Context: an optimization exercise on an open-source flow, tuned for small area, a short achievable clock period and few clock cycles per item. The choices shown serve that exercise and are no tape-out recipe. RTL that was checked went through simulation tests only; none was proved equivalent to the original. Power and IR drop assume default switching activity.

==> inputs of maple <==
==> flow/design.v (excerpt) <==
module muldiv_seq (
   input  logic        clk,
   input  logic        rst,
   input  logic        start_i,
   input  logic [2:0]  op_i,
   input  logic [31:0] rs1_i,
   input  logic [31:0] rs2_i,
   input  logic        flush_i,
   output logic        stall_o,
   output logic        busy_o,
   output logic        done_o,
   output logic [31:0] result_o
);
==> flow/config.mk <==
export PLATFORM = sky130hd
export DESIGN_NAME = muldiv_seq
export DESIGN_NICKNAME = muldiv_seq
export VERILOG_FILES = /design/flow/design.v
export SDC_FILE = /design/flow/constraint.sdc
export NUM_CORES = 4
export LEC_CHECK = 0
export CAP_MARGIN = 20
export CELL_PAD_IN_SITES_DETAIL_PLACEMENT = 1
export CELL_PAD_IN_SITES_GLOBAL_PLACEMENT = 1
export CORE_MARGIN = 2
export CORE_UTILIZATION = 40
export PLACE_DENSITY = 0.5
export SLEW_MARGIN = 20
==> flow/constraint.sdc <==
create_clock -name core_clock -period 11.0 [get_ports {clk}]
set_input_delay 2.2000 -clock core_clock [delete_from_list [all_inputs] [get_ports {clk}]]
set_output_delay 2.2000 -clock core_clock [all_outputs]
set_load 0.01 [all_outputs]
standard.sh (not shown) runs the stock make flow with config.mk's settings and CLKGATE_MAP_FILE= SYNTH_SCRIPT=/design/flow/synth_recipe.tcl, a recipe that flattens the netlist after the stock synthesis.
==> flow/flow/run.sh <==
#!/bin/bash
set -euo pipefail
export BUFFER_PORTS_ARGS="-buffer_cell sky130_fd_sc_hd__buf_1"
export SETUP_SLACK_MARGIN=6.2
bash standard.sh > standard_flow.log 2>&1
==> inputs of sierra, as changes to maple <==
--- a/flow/design.v
+++ b/flow/design.v
@@ -27,17 +27,17 @@
          done_q <= 1'b0;
       end else begin
          done_q <= last;
       end
    end
    assign stall_o = rst & (accept | run);
    assign busy_o  = busy_q;
    assign done_o  = done_q;
-   function automatic logic [5:0] topbit(input logic [31:0] x);
+   function automatic logic [5:0] bitlen(input logic [31:0] x);
       logic [15:0] v1, p1;
       logic [7:0]  v2;
       logic [15:0] p2;
       logic [3:0]  v3;
       logic [11:0] p3;
       logic [1:0]  v4;
       logic [7:0]  p4;
       logic [4:0]  p5;
@@ -53,81 +53,77 @@
          v3[i]      = v2[2*i+1] | v2[2*i];
          p3[3*i+:3] = {v2[2*i+1], v2[2*i+1] ? p2[4*i+2+:2] : p2[4*i+:2]};
       end
       for (int i = 0; i < 2; i++) begin
          v4[i]      = v3[2*i+1] | v3[2*i];
          p4[4*i+:4] = {v3[2*i+1], v3[2*i+1] ? p3[6*i+3+:3] : p3[6*i+:3]};
       end
       p5     = {v4[1], v4[1] ? p4[7:4] : p4[3:0]};
-      topbit = {v4[1] | v4[0], p5};
+      bitlen = (v4[1] | v4[0]) ? {1'b0, p5} + 6'd1 : 6'd0;
    endfunction
-   logic        is_mul, sa, sb, an, bn, b_zero, swap, a_pw;
+   logic        is_mul, sa, sb, an, bn, b_zero, swap;
    logic [31:0] a_x, b_x, a_e;
-   logic [5:0]  ta, tb;     
+   logic [5:0]  na, nb;
    logic        a_short, b_short, a_tiny, b_tiny;
    logic        m_short;    
    logic        m_tiny;     
    logic        m_extra;    
    assign is_mul  = ~op_i[2];
    assign sa      = is_mul ? (op_i[1:0] != 2'b11) : ~op_i[0];
    assign sb      = is_mul ? ~op_i[1] : ~op_i[0];
    assign an      = sa & rs1_i[31];
    assign bn      = sb & rs2_i[31];
    assign a_x     = rs1_i ^ {32{rs1_i[31]}};
    assign b_x     = rs2_i ^ {32{rs2_i[31]}};
-   assign a_e     = {a_x[30:0], 1'b1};
-   assign a_pw    = (a_x & ~a_e) == '0;
-   assign ta      = (rs1_i[31] & ~sa) ? 6'd63 : ((rs1_i[31] & a_pw) ? topbit(a_e) : topbit(a_x));
-   assign tb      = (rs2_i[31] & ~sb) ? 6'd63 : topbit(b_x);
+   assign a_e     = an ? {a_x[30:0], 1'b1} : a_x;
+   assign na      = (rs1_i[31] & ~sa) ? 6'd32 : bitlen(a_e);
+   assign nb      = (rs2_i[31] & ~sb) ? 6'd32 : bitlen(b_x);
    assign b_zero  = (rs2_i == '0);
-   assign swap    = tb[5] & (~ta[5] | (ta[4:0] < tb[4:0]));
+   assign swap    = na < nb;
    assign fast    = ~is_mul & (b_zero | swap);
    assign a_short = (a_x[30:15] == '0) & (sa | ~rs1_i[31]);
    assign b_short = (b_x[30:15] == '0) & (sb | ~rs2_i[31]);
    assign a_tiny  = (a_x[30:7] == '0) & (sa | ~rs1_i[31]);
    assign b_tiny  = (b_x[30:7] == '0) & (sb | ~rs2_i[31]);
    assign m_short = swap ? a_short : b_short;
    assign m_tiny  = swap ? a_tiny : b_tiny;
    assign m_extra = swap ? (rs1_i[31] & ~sa) : (rs2_i[31] & ~sb);
-   logic [5:0]  ta_q, tb_q;
+   logic [5:0]  na_q, nb_q;
    logic        prep_q;
    logic [6:0]  dq;         
-   assign dq      = (ta_q[5] ? {2'b00, ta_q[4:0]} + 7'd1 : 7'd0) - (tb_q[5] ? {2'b00, tb_q[4:0]} + 7'd1 : 7'd0);
+   assign dq      = {1'b0, na_q} - {1'b0, nb_q};
    logic [33:0] hi;
    logic [31:0] lo;
    logic [32:0] v;          
    logic        ylast;
    logic [2:0]  ng_q;       
    logic [1:0]  ns_q;       
    logic [1:0]  j8_q;       
    logic        j4_q;       
-   logic        j28_q;      
    logic        short_q;    
    logic        tiny_q;     
    logic        x_q;        
    logic        neg_q;      
    logic        fix_q;      
    logic        mul_q, bneg_q, rem_q;
-   logic        div_q;      
    logic        res_hi_q, res_one_q, res_zero_q;
-   logic st_norm, st_j8, st_j4, st_j28, st_x, st_neg, st_fix, st_any;
+   logic st_norm, st_j8, st_j4, st_x, st_neg, st_fix, st_any;
    logic x_now_q, fix_now_q;
    assign st_neg = neg_q;
    assign st_fix = fix_now_q;
    assign st_x   = x_now_q;
    assign st_any = neg_q | fix_now_q | x_now_q | prep_q;
    always_comb begin
-      st_norm = 1'b0; st_j8 = 1'b0; st_j4 = 1'b0; st_j28 = 1'b0;
+      st_norm = 1'b0; st_j8 = 1'b0; st_j4 = 1'b0;
       if (!st_any) begin
          if (mul_q) begin
             st_norm = 1'b1;
          end else begin
-            if (j28_q)          st_j28  = 1'b1;
-            else if (j8_q != 0) st_j8   = 1'b1;
+            if (j8_q != 0)      st_j8   = 1'b1;
             else if (j4_q)      st_j4   = 1'b1;
             else                st_norm = 1'b1;
          end
       end
    end
    logic norm_end;
    assign norm_end = st_norm & (ng_q == 3'd0) & (ns_q == 2'd3);
    assign last     = st_x | st_fix | (norm_end & ~x_q & ~fix_q);
@@ -150,74 +146,70 @@
    assign pa   = {{3{hi[33]}}, hi};
    assign pb   = (({37{a_one}} & v_ext) | ({37{a_two}} & {v_ext[35:0], 1'b0})) ^ {37{a_neg}};
    assign pc   = {(({35{b_one}} & v_ext[34:0]) | ({35{b_two}} & {v_ext[33:0], 1'b0})) ^ {35{b_neg}},
                   b_neg, b_neg};
    assign cs_s = pa ^ pb ^ pc;
    assign cs_c = {(pa[35:0] & pb[35:0]) | (pa[35:0] & pc[35:0]) | (pb[35:0] & pc[35:0]), a_neg};
    logic        div_x, ya_res;
    logic [36:0] dx, dy;
-   assign div_x  = ~ya_res;       
+   assign ya_res = st_neg | st_fix;
+   assign div_x  = ~ya_res;
    assign dx     = {4'd0, {32{div_x}} & hi[31:0], div_x & lo[31]};
    assign dy     = ya_res ? {5'd0, res_pre} ^ {37{1'b1}} : v_ext ^ {37{~bneg_q}};
    logic [36:0] add_x, add_y, sum;
    logic        cin;
-   assign add_x = div_q ? dx : cs_s;
-   assign add_y = div_q ? dy : cs_c;
-   assign cin   = div_q ? (ya_res | ~bneg_q) : b_neg;
+   assign add_x = mul_q ? cs_s : dx;
+   assign add_y = mul_q ? cs_c : dy;
+   assign cin   = mul_q ? b_neg : (ya_res | ~bneg_q);
    assign sum   = add_x + add_y + {36'd0, cin};
    logic        ge;
    logic [31:0] r;
    assign ge = ~sum[36];
    assign r  = ge ? sum[31:0] : {hi[30:0], lo[31]};
    always_ff @(posedge clk) begin
       if (!busy_q) begin
          hi      <= '0;
          lo      <= (is_mul & ~swap) ? rs2_i : rs1_i;
          if (is_mul & ~swap) v <= {sa & rs1_i[31], rs1_i};
          else                v <= {sb & rs2_i[31], rs2_i};
          ylast   <= 1'b0;
          mul_q   <= is_mul;
-         div_q   <= ~is_mul;
          bneg_q  <= bn;
          rem_q   <= op_i[1];
          {a_one, a_two, a_neg} <= bda_ld;
          {b_one, b_two, b_neg} <= bdb_ld;
          if (is_mul) begin
             ng_q  <= {2'b00, ~m_short};           
             ns_q  <= {m_tiny, 1'b0};              
             x_q   <= m_extra;
             j8_q  <= 2'd0;
             j4_q  <= 1'b0;
-            j28_q <= 1'b0;
          end else begin
             ns_q  <= 2'd0;
             x_q   <= 1'b0;
          end
          neg_q      <= ~is_mul & an;
-         ya_res     <= ~is_mul & an;
          prep_q     <= ~is_mul;
-         ta_q       <= ta;
-         tb_q       <= tb;
+         na_q       <= na;
+         nb_q       <= nb;
          x_now_q    <= 1'b0;
          fix_now_q  <= 1'b0;
          fix_q      <= ~is_mul & (op_i[1] ? an : (an ^ bn));
          res_hi_q   <= is_mul ? (op_i[1:0] != 2'b00) : (op_i[1] & ~fast & ~an);
          short_q    <= is_mul & m_short & ~m_tiny;
          tiny_q     <= is_mul & m_tiny;
          res_one_q  <= ~is_mul & ~op_i[1] & b_zero;
          res_zero_q <= ~is_mul & ~op_i[1] & ~b_zero & swap;
       end else begin
-         ya_res <= norm_end & fix_q;
          if (prep_q) begin
             prep_q <= 1'b0;
             ng_q   <= dq[5] ? 3'd7 : dq[4:2];
-            j8_q   <= (dq[5] || dq[4:2] == 3'd0) ? 2'd0 : ~dq[4:3];
-            j4_q   <= ~dq[5] & ~dq[2] & (dq[4:2] != 3'd0);
-            j28_q  <= ~dq[5] & (dq[4:2] == 3'd0);
+            j8_q   <= dq[5] ? 2'd0 : ~dq[4:3];
+            j4_q   <= ~dq[5] & ~dq[2];
          end
          if (st_norm) begin
             if (mul_q) begin
                hi    <= {sum[36], sum[36:4]};
                lo    <= {sum[3:0], lo[31:4]};
                ylast <= lo[3];
                {a_one, a_two, a_neg} <= bda_nx;
                {b_one, b_two, b_neg} <= bdb_nx;
@@ -228,20 +220,16 @@
             ns_q      <= ns_q + 2'd1;
             if (ns_q == 2'd3) ng_q <= ng_q - 3'd1;
             x_now_q   <= norm_end & x_q;
             fix_now_q <= norm_end & fix_q;
          end else if (st_j8) begin
             hi   <= {2'b00, hi[23:0], lo[31:24]};
             lo   <= {lo[23:0], 8'd0};
             j8_q <= j8_q - 2'd1;
-         end else if (st_j28) begin
-            hi    <= {2'b00, hi[3:0], lo[31:4]};
-            lo    <= {lo[3:0], 28'd0};
-            j28_q <= 1'b0;
          end else if (st_j4) begin
             hi   <= {2'b00, hi[27:0], lo[31:28]};
             lo   <= {lo[27:0], 4'd0};
             j4_q <= 1'b0;
          end else if (prep_q & ~neg_q) begin
             hi <= '0;
             lo <= rs1_i;
          end else begin     
==> flow/flow/run.sh (replaced) <==
#!/bin/bash
set -euo pipefail
export BUFFER_PORTS_ARGS="-buffer_cell sky130_fd_sc_hd__buf_1"
bash standard.sh > standard_flow.log 2>&1
Settings changed: SETUP_SLACK_MARGIN set to 5.
==> inputs of indigo, as changes to maple <==
==> flow/design.v (replaced) <==
module muldiv_seq (
   input  logic        clk,
   input  logic        rst,
   input  logic        start_i,
   input  logic [2:0]  op_i,
   input  logic [31:0] rs1_i,
   input  logic [31:0] rs2_i,
   input  logic        flush_i,
   output logic        stall_o,
   output logic        busy_o,
   output logic        done_o,
   output logic [31:0] result_o
);
   logic        busy_q, done_q;
   logic        accept, run, last, fast;
   assign accept = ~busy_q & start_i & ~flush_i;
   assign run    = busy_q & ~done_q;
   always_ff @(posedge clk or negedge rst) begin
      if (!rst) begin
         busy_q <= 1'b0;
         done_q <= 1'b0;
      end else if (!busy_q) begin
         busy_q <= accept;
         done_q <= accept & fast;
      end else if (done_q || flush_i) begin
         busy_q <= 1'b0;
         done_q <= 1'b0;
      end else begin
         done_q <= last;
      end
   end
   assign stall_o = rst & (accept | run);
   assign busy_o  = busy_q;
   assign done_o  = done_q;
   function automatic logic [5:0] bitlen(input logic [31:0] x);
      logic [5:0] n;
      n = '0;
      for (int i = 0; i < 32; i++) if (x[i]) n = i + 1;
      bitlen = n;
   endfunction
   logic        is_mul, sa, sb, an, bn, b_zero, swap;
   logic [31:0] a_x, b_x;
   logic [5:0]  la, lb, na, nb, na_est;
   logic [6:0]  dq;         
   logic        m_short;    
   logic        m_tiny;     
   logic        m_extra;    
   assign is_mul  = ~op_i[2];
   assign sa      = is_mul ? (op_i[1:0] != 2'b11) : ~op_i[0];
   assign sb      = is_mul ? ~op_i[1] : ~op_i[0];
   assign an      = sa & rs1_i[31];
   assign bn      = sb & rs2_i[31];
   assign a_x     = rs1_i ^ {32{rs1_i[31]}};
   assign b_x     = rs2_i ^ {32{rs2_i[31]}};
   assign la      = bitlen(a_x);
   assign lb      = bitlen(b_x);
   assign na      = (rs1_i[31] & ~sa) ? 6'd32 : la;
   assign nb      = (rs2_i[31] & ~sb) ? 6'd32 : lb;
   assign b_zero  = (rs2_i == '0);
   assign swap    = (na < nb);                    
   assign m_short = ((a_x[30:15] == '0) & (sa | ~rs1_i[31])) | ((b_x[30:15] == '0) & (sb | ~rs2_i[31]));
   assign m_tiny  = ((a_x[30:7] == '0) & (sa | ~rs1_i[31])) | ((b_x[30:7] == '0) & (sb | ~rs2_i[31]));
   assign m_extra = rs1_i[31] & ~sa & rs2_i[31] & ~sb;
   assign na_est  = na + {5'd0, an};              
   assign dq      = {1'b0, na_est} - {1'b0, nb};  
   assign fast    = ~is_mul & (b_zero | dq[6]);
   logic [33:0] hi;
   logic [31:0] lo;
   logic [32:0] v;          
   logic        ylast;
   logic [2:0]  ng_q;       
   logic [1:0]  ns_q;       
   logic [1:0]  j8_q;       
   logic        j4_q;       
   logic        short_q;    
   logic        tiny_q;     
   logic        x_q;        
   logic        neg_q;      
   logic        fix_q;      
   logic        mul_q, bneg_q, rem_q;
   logic        res_hi_q, res_one_q, res_zero_q;
   logic st_norm, st_j8, st_j4, st_x, st_neg, st_fix, st_any;
   logic x_now_q, fix_now_q;
   assign st_neg = neg_q;
   assign st_fix = fix_now_q;
   assign st_x   = x_now_q;
   assign st_any = neg_q | fix_now_q | x_now_q;
   always_comb begin
      st_norm = 1'b0; st_j8 = 1'b0; st_j4 = 1'b0;
      if (!st_any) begin
         if (mul_q) begin
            st_norm = 1'b1;
         end else begin
            if (j8_q != 0)      st_j8   = 1'b1;
            else if (j4_q)      st_j4   = 1'b1;
            else                st_norm = 1'b1;
         end
      end
   end
   logic norm_end;
   assign norm_end = st_norm & (ng_q == 3'd0) & (ns_q == 2'd3);
   assign last     = st_x | st_fix | (norm_end & ~x_q & ~fix_q);
   logic [31:0] res_pre;
   assign res_pre = res_hi_q ? hi[31:0] : lo;
   logic [36:0] v_ext;
   assign v_ext = {{4{v[32]}}, v};
   function automatic logic [2:0] booth(input logic b1, input logic b0, input logic bl);
      booth = {b0 ^ bl, (b1 & ~b0 & ~bl) | (~b1 & b0 & bl), b1};
   endfunction
   logic        a_one, a_two, a_neg, b_one, b_two, b_neg;
   logic [2:0]  bda_ld, bdb_ld, bda_nx, bdb_nx;
   logic [3:0]  mlo;
   assign mlo    = swap ? rs1_i[3:0] : rs2_i[3:0];
   assign bda_ld = booth(mlo[1], mlo[0], 1'b0);
   assign bdb_ld = booth(mlo[3], mlo[2], mlo[1]);
   assign bda_nx = booth(~(norm_end & x_q) & lo[5], ~(norm_end & x_q) & lo[4], lo[3]);
   assign bdb_nx = booth(~(norm_end & x_q) & lo[7], ~(norm_end & x_q) & lo[6], ~(norm_end & x_q) & lo[5]);
   logic [36:0] pa, pb, pc, cs_s, cs_c;
   assign pa   = {{3{hi[33]}}, hi};
   assign pb   = (({37{a_one}} & v_ext) | ({37{a_two}} & {v_ext[35:0], 1'b0})) ^ {37{a_neg}};
   assign pc   = {(({35{b_one}} & v_ext[34:0]) | ({35{b_two}} & {v_ext[33:0], 1'b0})) ^ {35{b_neg}},
                  b_neg, b_neg};
   assign cs_s = pa ^ pb ^ pc;
   assign cs_c = {(pa[35:0] & pb[35:0]) | (pa[35:0] & pc[35:0]) | (pb[35:0] & pc[35:0]), a_neg};
   logic        div_x, ya_res;
   logic [36:0] dx, dy;
   assign ya_res = st_neg | st_fix;
   assign div_x  = ~ya_res;
   assign dx     = {4'd0, {32{div_x}} & hi[31:0], div_x & lo[31]};
   assign dy     = ya_res ? {5'd0, res_pre} ^ {37{1'b1}} : v_ext ^ {37{~bneg_q}};
   logic [36:0] add_x, add_y, sum;
   logic        cin;
   assign add_x = mul_q ? cs_s : dx;
   assign add_y = mul_q ? cs_c : dy;
   assign cin   = mul_q ? b_neg : (ya_res | ~bneg_q);
   assign sum   = add_x + add_y + {36'd0, cin};
   logic        ge;
   logic [31:0] r;
   assign ge = ~sum[36];
   assign r  = ge ? sum[31:0] : {hi[30:0], lo[31]};
   always_ff @(posedge clk) begin
      if (!busy_q) begin
         hi      <= '0;
         lo      <= (is_mul & ~swap) ? rs2_i : rs1_i;
         if (is_mul & ~swap) v <= {sa & rs1_i[31], rs1_i};
         else                v <= {sb & rs2_i[31], rs2_i};
         ylast   <= 1'b0;
         mul_q   <= is_mul;
         bneg_q  <= bn;
         rem_q   <= op_i[1];
         {a_one, a_two, a_neg} <= bda_ld;
         {b_one, b_two, b_neg} <= bdb_ld;
         if (is_mul) begin
            ng_q  <= {2'b00, ~m_short};           
            ns_q  <= {m_tiny, 1'b0};              
            x_q   <= m_extra;
            j8_q  <= 2'd0;
            j4_q  <= 1'b0;
         end else begin
            ng_q  <= dq[5] ? 3'd7 : dq[4:2];
            ns_q  <= 2'd0;
            x_q   <= 1'b0;
            j8_q  <= dq[5] ? 2'd0 : ~dq[4:3];
            j4_q  <= ~dq[5] & ~dq[2];
         end
         neg_q      <= ~is_mul & an;
         x_now_q    <= 1'b0;
         fix_now_q  <= 1'b0;
         fix_q      <= ~is_mul & (op_i[1] ? an : (an ^ bn));
         res_hi_q   <= is_mul ? (op_i[1:0] != 2'b00) : (op_i[1] & ~fast & ~an);
         short_q    <= is_mul & m_short & ~m_tiny;
         tiny_q     <= is_mul & m_tiny;
         res_one_q  <= ~is_mul & ~op_i[1] & b_zero;
         res_zero_q <= ~is_mul & ~op_i[1] & ~b_zero & dq[6];
      end else begin
         if (st_norm) begin
            if (mul_q) begin
               hi    <= {sum[36], sum[36:4]};
               lo    <= {sum[3:0], lo[31:4]};
               ylast <= lo[3];
               {a_one, a_two, a_neg} <= bda_nx;
               {b_one, b_two, b_neg} <= bdb_nx;
            end else begin
               hi    <= {2'b00, r};
               lo    <= {lo[30:0], ge};
            end
            ns_q      <= ns_q + 2'd1;
            if (ns_q == 2'd3) ng_q <= ng_q - 3'd1;
            x_now_q   <= norm_end & x_q;
            fix_now_q <= norm_end & fix_q;
         end else if (st_j8) begin
            hi   <= {2'b00, hi[23:0], lo[31:24]};
            lo   <= {lo[23:0], 8'd0};
            j8_q <= j8_q - 2'd1;
         end else if (st_j4) begin
            hi   <= {2'b00, hi[27:0], lo[31:28]};
            lo   <= {lo[27:0], 4'd0};
            j4_q <= 1'b0;
         end else begin     
            hi        <= st_neg ? 34'd0 : sum[33:0];
            lo        <= sum[31:0];
            res_hi_q  <= ~st_neg | rem_q;
            neg_q     <= 1'b0;
            fix_q     <= fix_q & st_neg;
            x_q       <= 1'b0;
            x_now_q   <= 1'b0;
            fix_now_q <= 1'b0;
         end
      end
   end
   logic [31:0] res_short, res_tiny;
   assign res_short = res_hi_q ? {{14{hi[33]}}, hi[33:16]} : {hi[15:0], lo[31:16]};
   assign res_tiny  = res_hi_q ? {{22{hi[33]}}, hi[33:24]} : {hi[23:0], lo[31:24]};
   assign result_o  = res_one_q ? 32'hFFFF_FFFF : (res_zero_q ? 32'd0 :
                      (short_q ? res_short : (tiny_q ? res_tiny : res_pre)));
endmodule
==> flow/run.sh (new file) <==
#!/bin/bash
# synth_recipe.tcl (not shown) runs the flow's synth.tcl, then flattens the netlist and writes it again
# the make line also repeats each setting of config.mk as NAME=value (left out here)
make -C /OpenROAD-flow-scripts/flow DESIGN_CONFIG=/design/flow/config.mk WORK_HOME=/design/flow/orfs CLKGATE_MAP_FILE= SYNTH_SCRIPT=/design/flow/synth_recipe.tcl finish
Settings changed: SETUP_SLACK_MARGIN set to 5.
removed: flow/flow/run.sh
removed: flow/standard.sh
==> comparison <==
- Between maple and indigo, the lower fmax is in indigo (gap 4.9%, measured against indigo).
- Against sierra, the global-route usage of indigo is lower by 4.0 points.
- In maple the sequential share of layout area is lower than in indigo, by 0.50 points.
- Of maple and sierra, maple has the higher flip-flop and latch count (gap 3).
- Count of clock-buffer cells in the layout: maple is higher than indigo (2).
- indigo completed without violations. maple went through all stages and came out clean. sierra ran to the end with no violations.
- The lowest final area belongs to indigo, the highest to maple.
- Synthesized cell count, highest first: maple, sierra, indigo.
- The lowest combinational power belongs to indigo, the highest to maple.
- Sequential power: indigo < sierra < maple.
Testbench counts of maple, summed over its fixed seeds: cycles 20,548, items 2,400.
Only the layout flow was run in sierra and indigo; the RTL was not checked for function there.

[afterwards: timing with drivers on the ports]
No port has a modelled driver above. Below, the same layouts with a new extraction and two added sets of constraints. Step 1 assumes that a clkbuf_16 drives the clock port and a buf_2 every other input. Step 2 times the ports against the registers' clock, not the clock port: input delays grow and output delays shrink by t, the midpoint of the rising clock arrivals with the driver on. a / b / c = ideal ports / drivers / drivers and shift; a / b = the first two.
run | t, ns | setup slack, ns | worst slew at a driven data input, ns
maple | 0.518 | 5.404 / 5.303 / 4.785 | 0.15
sierra | 0.515 | 4.636 / 4.668 / 4.153 | 0.14
indigo | 0.479 | 5.127 / 5.157 / 4.678 | 0.04
After both steps setup and hold are still met in every run listed. The setup slack of maple, which loses most, moves by -0.101 ns with the drivers and by -0.619 ns with both steps.
